Background: an optimization exercise with open tools, aiming at small area and a short achievable clock period. Do not read the settings as production practice. In this exercise RTL edits were held to simulation tests only and were not proved equivalent to the original. Power figures rest on the tool's default switching activity, not on a simulated workload.

$ cat flow/config.mk
export PLATFORM = sky130hd
export DESIGN_NAME = fft64_result_collector
export DESIGN_NICKNAME = fft64_result_collector
export VERILOG_FILES = /design/flow/design.v
export SDC_FILE = /design/flow/constraint.sdc
export NUM_CORES = 4
export LEC_CHECK = 0
export CAP_MARGIN = 20
export CORE_MARGIN = 2
export CORE_UTILIZATION = 55
export CTS_CLUSTER_DIAMETER = 100
export CTS_CLUSTER_SIZE = 25
export PLACE_DENSITY = 0.68
export SETUP_SLACK_MARGIN = 1.9
export SLEW_MARGIN = 20
export SYNTH_HIERARCHICAL = 1
export TNS_END_PERCENT = 100
$ cat flow/constraint.sdc
create_clock -name core_clock -period 4.0 [get_ports {CLK}]
set_input_delay 0.8000 -clock core_clock [delete_from_list [all_inputs] [get_ports {CLK}]]
set_output_delay 0.8000 -clock core_clock [all_outputs]
set_load 0.01 [all_outputs]
$ cat flow/design.v
module fft64_result_collector (
    input  logic        CLK,
    input  logic        RST,
    input  logic        ED,
    input  logic        RDY,
    input  logic [5:0]  ADDR,
    input  logic [18:0] DOR,
    input  logic [18:0] DOI,
    input  logic        OVF1,
    input  logic        OVF2,
    output logic        M_VALID,
    input  logic        M_READY,
    output logic [18:0] M_DR,
    output logic [18:0] M_DI,
    output logic [5:0]  M_IDX,
    output logic        M_LAST,
    output logic [1:0]  M_OVF,
    output logic        BUSY,
    output logic [7:0]  DROP_CNT
);
    logic        drain;       
    logic        capt;        
    logic        drain_w;     
    logic        vld;         
    logic        last_i;      
    logic [5:0]  cnt;         
    logic [1:0]  frame_ovf;
    logic [37:0] mem [1:63];
    logic [63:0] rsel_i;      
    logic [63:0] rsel_r;      
    logic [5:0]  cnt_d;
    logic capture, we, drop, load, first, ld_rd, drain_d, we0, start, last63, inc;
    assign capture = capt;
    assign we      = ED && !drain_w;
    assign start   = ED && RDY && !drain;
    assign drop    = ED && RDY && BUSY;
    assign first   = drain && !vld;
    assign load    = drain && (!vld || (M_READY && !last_i));
    assign ld_rd   = drain && vld && M_READY && !last_i;
    assign M_OVF   = frame_ovf;
    assign we0     = we && (ADDR == 6'd0);
    assign last63  = capture && ED && !RDY && (cnt == 6'd63);
    assign drain_d = last63 || (drain && !(vld && M_READY && last_i));
    assign inc     = load || (capture && ED);
    always_ff @(posedge CLK or posedge RST) begin
        if (RST) begin
            BUSY     <= 1'b0;
            drain    <= 1'b0;
            capt     <= 1'b0;
            M_VALID  <= 1'b0;
            vld      <= 1'b0;
            drain_w  <= 1'b0;
            DROP_CNT <= 8'd0;
        end else begin
            vld     <= drain && !(vld && M_READY && last_i);
            M_VALID <= drain && !(M_VALID && M_READY && last_i);
            drain_w <= last63 || (drain_w && !(vld && M_READY && last_i));
            if (drop && (DROP_CNT != 8'hFF)) DROP_CNT <= DROP_CNT + 8'd1;
            if (!BUSY) begin
                if (ED && RDY) begin
                    BUSY <= 1'b1;
                    capt <= 1'b1;
                end
            end else if (!drain) begin
                if (ED && !RDY && (cnt == 6'd63)) begin
                    drain <= 1'b1;
                    capt  <= 1'b0;
                end
            end else begin
                if (!load && M_READY && last_i) begin
                    BUSY    <= 1'b0;
                    drain   <= 1'b0;
                end
            end
        end
    end
    always_comb begin
        cnt_d = cnt;
        if (start)                         cnt_d = 6'd1;
        else if (inc)                      cnt_d = cnt + 6'd1;
    end
    always_ff @(posedge CLK) begin
        cnt <= cnt_d;
        rsel_i[0] <= drain_d && (inc ? (rsel_i[63] || !drain) : rsel_i[0]);
        for (int k = 1; k < 64; k++)
            rsel_i[k] <= drain_d && (inc ? rsel_i[k-1] : rsel_i[k]);
        for (int k = 0; k < 64; k++)
            rsel_r[k] <= drain_d && (inc ? (cnt == 6'(k - 1)) : (cnt == 6'(k)));
        frame_ovf <= ({2{start}} & {OVF2, OVF1}) |
                     ({2{!start}} & (frame_ovf | ({2{capture && ED}} & {OVF2, OVF1})));
    end
    always_ff @(posedge CLK) begin
        for (int k = 1; k < 64; k++)
            if (we && (ADDR == 6'(k))) mem[k] <= {DOR, DOI};
    end
    logic [37:0] rd;
    genvar gb;
    generate
        for (gb = 0; gb < 38; gb++) begin : g_rd
            logic [62:0] col;
            for (genvar k = 1; k < 64; k++) begin : g_c
                assign col[k-1] = mem[k][gb];
            end
            fft64_rdbit u_rd (.sel(gb < 19 ? rsel_i[63:1] : rsel_r[63:1]), .d(col), .q(rd[gb]));
        end
    endgenerate
    logic [37:0] w_d, m_d;
    logic [7:0]  i_d;
    generate
        for (gb = 0; gb < 38; gb++) begin : g_hm
            fft64_mux2 u_w (.s(we0), .a(gb < 19 ? DOI[gb % 19] : DOR[gb % 19]),
                            .b(gb < 19 ? M_DI[gb % 19] : M_DR[gb % 19]), .y(w_d[gb]));
            fft64_mux2 u_h (.s(ld_rd), .a(rd[gb]), .b(w_d[gb]), .y(m_d[gb]));
        end
        for (gb = 0; gb < 8; gb++) begin : g_hi
            fft64_mux2 u_h (.s(load), .a(gb < 6 ? cnt[gb % 6] : (gb == 6 ? rsel_i[63] : rsel_r[63])),
                            .b(gb < 6 ? M_IDX[gb % 6] : (gb == 6 ? M_LAST : last_i)), .y(i_d[gb]));
        end
    endgenerate
    always_ff @(posedge CLK) begin
        {M_DR, M_DI}            <= m_d;
        {last_i, M_LAST, M_IDX} <= i_d;
    end
endmodule
module fft64_rdbit (
    input  logic [62:0] sel,
    input  logic [62:0] d,
    output logic        q
);
    logic [20:0] g_n;    
    logic [5:0]  h;      
    logic [2:0]  m_n;
    for (genvar j = 0; j < 21; j++) begin : g_a
        fft64_aoi222 u_a (.a(sel[3*j+2:3*j]), .b(d[3*j+2:3*j]), .y(g_n[j]));
    end
    for (genvar j = 0; j < 4; j++) begin : g_h
        fft64_nand4 u_h (.a(g_n[4*j+3:4*j]), .y(h[j]));
    end
    fft64_nand3 u_h4 (.a(g_n[18:16]), .y(h[4]));
    fft64_nand2 u_h5 (.a(g_n[19]), .b(g_n[20]), .y(h[5]));
    for (genvar j = 0; j < 3; j++) begin : g_m
        fft64_nor2 u_m (.a(h[2*j+1:2*j]), .y(m_n[j]));
    end
    fft64_nand3 u_q (.a(m_n), .y(q));
endmodule
module fft64_aoi222 (
    input  logic [2:0] a,
    input  logic [2:0] b,
    output logic       y
);
    assign y = ~((a[0] & b[0]) | (a[1] & b[1]) | (a[2] & b[2]));
endmodule
module fft64_nand2 (
    input  logic a,
    input  logic b,
    output logic y
);
    assign y = ~(a & b);
endmodule
module fft64_nand3 (
    input  logic [2:0] a,
    output logic       y
);
    assign y = ~&a;
endmodule
module fft64_nand4 (
    input  logic [3:0] a,
    output logic       y
);
    assign y = ~&a;
endmodule
module fft64_nor2 (
    input  logic [1:0] a,
    output logic       y
);
    assign y = ~|a;
endmodule
module fft64_mux2 (
    input  logic s,
    input  logic a,
    input  logic b,
    output logic y
);
    assign y = s ? a : b;
endmodule
$ cat flow/flow/run.sh
#!/bin/bash
set -euo pipefail
bash standard.sh MATCH_CELL_FOOTPRINT=0 "BUFFER_PORTS_ARGS=-buffer_cell sky130_fd_sc_hd__buf_2" finish > run_standard.log 2>&1
$ cat flow/standard.sh
#!/bin/bash
# synth_recipe.tcl (not shown) runs the flow's synth.tcl, then flattens the netlist and writes it again
# the make line also repeats each setting of config.mk as NAME=value (left out here)
make -C /OpenROAD-flow-scripts/flow DESIGN_CONFIG=/design/flow/config.mk WORK_HOME=/design/flow/orfs CLKGATE_MAP_FILE= SYNTH_SCRIPT=/design/flow/synth_recipe.tcl "${@:-finish}"
==> notes.md <==
## modules after synthesis (local to each module, per instance), excerpt
module	cells	flops+latches	copies in the design	cell area, µm²
fft64_result_collector	3127	2589	1	78700
fft64_mux2	1	0	84	15.0
fft64_aoi222	1	0	798	10.0
fft64_nand4	1	0	152	6.26
fft64_nor2	1	0	114	3.75
fft64_nand2	1	0	38	3.75
## power breakdown
part           switching [µW]  total (µW)  internal, µW  leakage, µW
Clock                    7890       13400          5540      0.00157
Combinational             984        1430           448      0.00670
Sequential                189       29900         29800       0.0233
Total                    9060       44800         35700       0.0315
## routing by layer
layer / vias up / part of all wire (%) / global-route usage (%)
li1: 20793 / - / -
met1: 26273 / 37 / 42.4
met2: 3729 / 46 / 45.0
met3: 336 / 14 / 7.58
met4: 8 / 2.9 / 7.93
met5: - / 0.018 / 0
## cell type report
cell class                 count  area, µm²  share of cell area, %
antenna                        2       5.00                0.00494
clock inverter                 8        114                  0.112
sequential                  2589      76200                   75.2
multi-input combinational   1742      14800                   14.6
inverter                       8       36.3                 0.0358
tap                         2175       2720                   2.68
clock buffer                 207       3200                   3.16
timing repair buffer         438       4320                   4.26
## flip-flops by register name, summed over array words and instances (netlist names), 6 cells and up
register,cells
DROP_CNT,8
M_DI,19
M_DR,19
M_IDX,6
cnt,6
mem,2394
rsel_i,64
rsel_r,63
## through the flow
step                      instance area (µm²)  std cells
final                                  101000       7169
after detailed placement                95000       6808
after floorplan                         90000       4389
after global placement                  95000       6808
after CTS                              101000       7119
after global routing                   101000       7167
## cell families (layout without fill, tap and decap cells)
group	after synthesis	count (layout)	synth area share (%)
xor gates and xnor gates	7	7	0.0683
buffers and inverters	67	661	0.346
other	0	2	0
and+or+nand+nor	612	621	3.34
adders and majority gates	5	5	0.0697
AOI/OAI and AO/OA	1020	1020	10.2
DFF	2589	2589	84.5
muxes	89	89	1.46
## synth_stat cells (4+ instances only)
cell type / number / area, µm²
edfxtp_1: 2394 / 71900
o21ai_0: 72 / 360
xnor2_1: 6 / 52.6
dfxtp_1: 181 / 3620
dfrtp_1: 14 / 350
mux2_4: 84 / 1260
ha_1: 5 / 62.6
clkbuf_1: 25 / 93.8
a21oi_1: 120 / 601
buf_2: 23 / 115
a222oi_1: 798 / 7990
nand3_1: 155 / 776
nand2_1: 78 / 293
inv_1: 7 / 26.3
buf_4: 8 / 60.1
nor2_1: 187 / 702
nand2b_1: 4 / 25.0
nand4_1: 162 / 1010
nand4b_1: 4 / 35.0
a211oi_1: 12 / 90.1
mux2i_1: 4 / 40.0
and3_1: 7 / 43.8
nor2b_1: 7 / 43.8
## layout by cell type, fill, tap and decap left out, drive strengths merged, types with 2 or more instances in the layout
cell / n
a211oi: 12
a21oi: 120
a222oi: 798
a22o: 2
a31oi: 3
and2: 3
and3: 7
buf: 425
clkbuf: 220
clkinv: 4
dfrtp: 14
dfxtp: 181
diode: 2
edfxtp: 2394
ha: 5
inv: 10
mux2: 85
mux2i: 4
nand2: 78
nand2b: 4
nand3: 155
nand4: 162
nand4b: 4
nor2: 196
nor2b: 7
o2111ai: 2
o211ai: 2
o21ai: 74
xnor2: 6
## worst max path at each step
stage / from / endpoint / slack, ps / cells after the start
2_1_floorplan: ED / M_DI[0] / 760 / 8
3_3_place_gp: ED / M_DR[14] / 880 / 7
3_5_place_dp: ED / rsel_r[44] / 830 / 5
4_1_cts: rsel_r[12] / M_DR[2] / 1720 / 6
5_1_grt: rsel_i[25] / M_DI[0] / 1600 / 6
6_report: rsel_i[25] / M_DI[13] / 1600 / 7
## timing repair
action                                 in CTS  in global routing
gates cloned                               18                  1
setup buffers                              78                 47
pin swaps                                 183                106
setup endpoints to repair                2126               1303
gates resized for setup                   453                122
endpoints found under the hold margin       0                  0
==> results by group <==
Clocking
  • TritonCTS sink count: roughly 2600
  • Clk pin slew, worst setup/hold paths: approximately 100 ps
  • H-tree depth: 3
  • Num CTS Buffers: about 110
  • CTS tree: yes
  • Worst-Skew Late Latency: just under 800 ps
  • Clock root buffer: clkbuf_16
  • Hold_buf cts: 0
  • CTS max path bufs: 3

Setup path
  • Bufs and invs on worst path: 2
  • Slowest-stage cell, CP: a222oi_1
  • Crit path cell chain: buf_12 > buf_4 > a222oi_1 > nand4_1 > nor2_4 > nand3_2 > mux2_4
  • R2R Setup Slk: around 1600 ps
  • R2r endpoint: M_DI[13]
  • Largest delay share family, worst path: compound AO/OA/AOI/OAI gates
  • Depth of the most critical reg-to-reg path: 7
  • Critical Path Sink Type: register
  • Crit path launch type: register
  • RR Startpoint: rsel_i[25]
  • Max FO, Critical Path: 10
  • Worst stage delay on the critical path: 720 ps
  • Critical Path AT: just over 3000 ps
  • CP required: 4690 ps
  • Critical path class: reg2reg

Placed design
  • Placer Congestion: about 0.91
  • Dpl ws: between 800 and 900 ps
  • Port Buf Inserts: 107
  • Post-DP HPWL: 150000 µm

STA
  • Tmin final: between 2000 and 2500 ps
  • Fmax achieved: approximately 420 MHz
  • Unrepaired setup endpoints after global routing: yes
  • Final Max Tran Viols: 0
  • Max-slew headroom: between 20% and 30%
  • Setup violators final: 0
  • Setup_tns: 0 ps
  • Measured slew at the worst slew-check pin: 1150 ps
  • Final Hold Fails: 0
  • Worst hold slack: about 130 ps
  • Final Worst Setup Slack: between 1500 and 2000 ps
  • Tcrit/Tclk final: between 60% and 70%
  • Final Skew: 31.2 ps

Yosys
  • Post-Syn Instances: 4389
  • Sequential fraction of the synthesis area: 84.5%
  • Ys flop type: edfxtp_1
  • Share of flip-flops with an asynchronous set or reset: less than 1%
  • Syn_area_per_cell: 20.5 µm²
  • Post-Syn Area: ~90000 µm²
  • Yosys warns: 8
  • EDFF count, synth: 2394
  • Synth Net Count: about 4400
  • Synth Register Bits: about 2600
  • Post-synthesis cell type count: between 40 and 50

Drt
  • Vias/cell: 7.13
  • WL/cell: between 30 and 40 µm
  • Antenna-violating nets left: 0
  • DRT iter0 DRCs: approximately 12000
  • 1st-pass router iterations: 11
  • Via total after detailed routing: slightly above 50000
  • Remaining DRCs: 0
  • Drt total wl: 252000 µm

Floorplan
  • Chip Width: slightly above 400 µm
  • Die Ht: just over 400 µm
  • Core box area: about 160000 µm²
  • DIE AREA: approximately 170000 µm²
  • Ports: ~110
  • Cell Rows: ~150
  • Starting density of the core: between 50% and 60%

Power
  • Pwr Total: between 40000 and 50000 µW
  • Peak VDD IR: about 0.0005 V
  • Leakage power: 0.0315 µW
  • Pwr per Cell Area: 442 nW/µm²

Layout
  • Fin nets: 4948
  • Share of layout cells above drive strength 1: 19.7%
  • Layout Utilization: between 60% and 70%
  • Synthesis-to-layout area growth: 12.9%
  • Fill cells: approximately 11000

Worst hold path
  • Worst hold path class: in2async

Global routing
  • Largest net degree at the start of global routing: between 70 and 80
  • First-pass GRT wire length: 350000 µm
  • GRT Util Overall: between 20% and 30%
  • Vias in the first global route: 47613
  • Initial antenna violation count: 14
  • Overflow after GRT: 0

Job
  • Max_cap viols: 0

Run status
  • Status: no timing/DRC/antenna violations

-- static timing again, ports no longer ideal --
The flow's constraints put no driver on any port. The routed layout listed below was extracted and timed again, unchanged, in two steps.
Step 1: set_driving_cell puts a clkbuf_16 on CLK and a buf_2 on each other input, an assumption about the parent block.
Step 2 adds t to the input delays and takes it off the output delays; t is the mean of the earliest and latest rising clock arrival at the registers after step 1. Input paths then give back, and output paths get back, about the clock's delay inside the block.
a / b / c = ideal ports / drivers / drivers and shift; a / b = the first two.
t, ns: 0.858
setup slack, ns: 1.598 / 1.598 / 0.822
hold WS [ns]: 0.133 / 0.072 / 0.482
worst setup path after step 2: input to register
clock arrival spread, ns: 0.032 / 0.032
After both steps this run still meets setup and hold. The setup slack of this run moves by 0.000 ns with the drivers and by -0.776 ns with both steps.
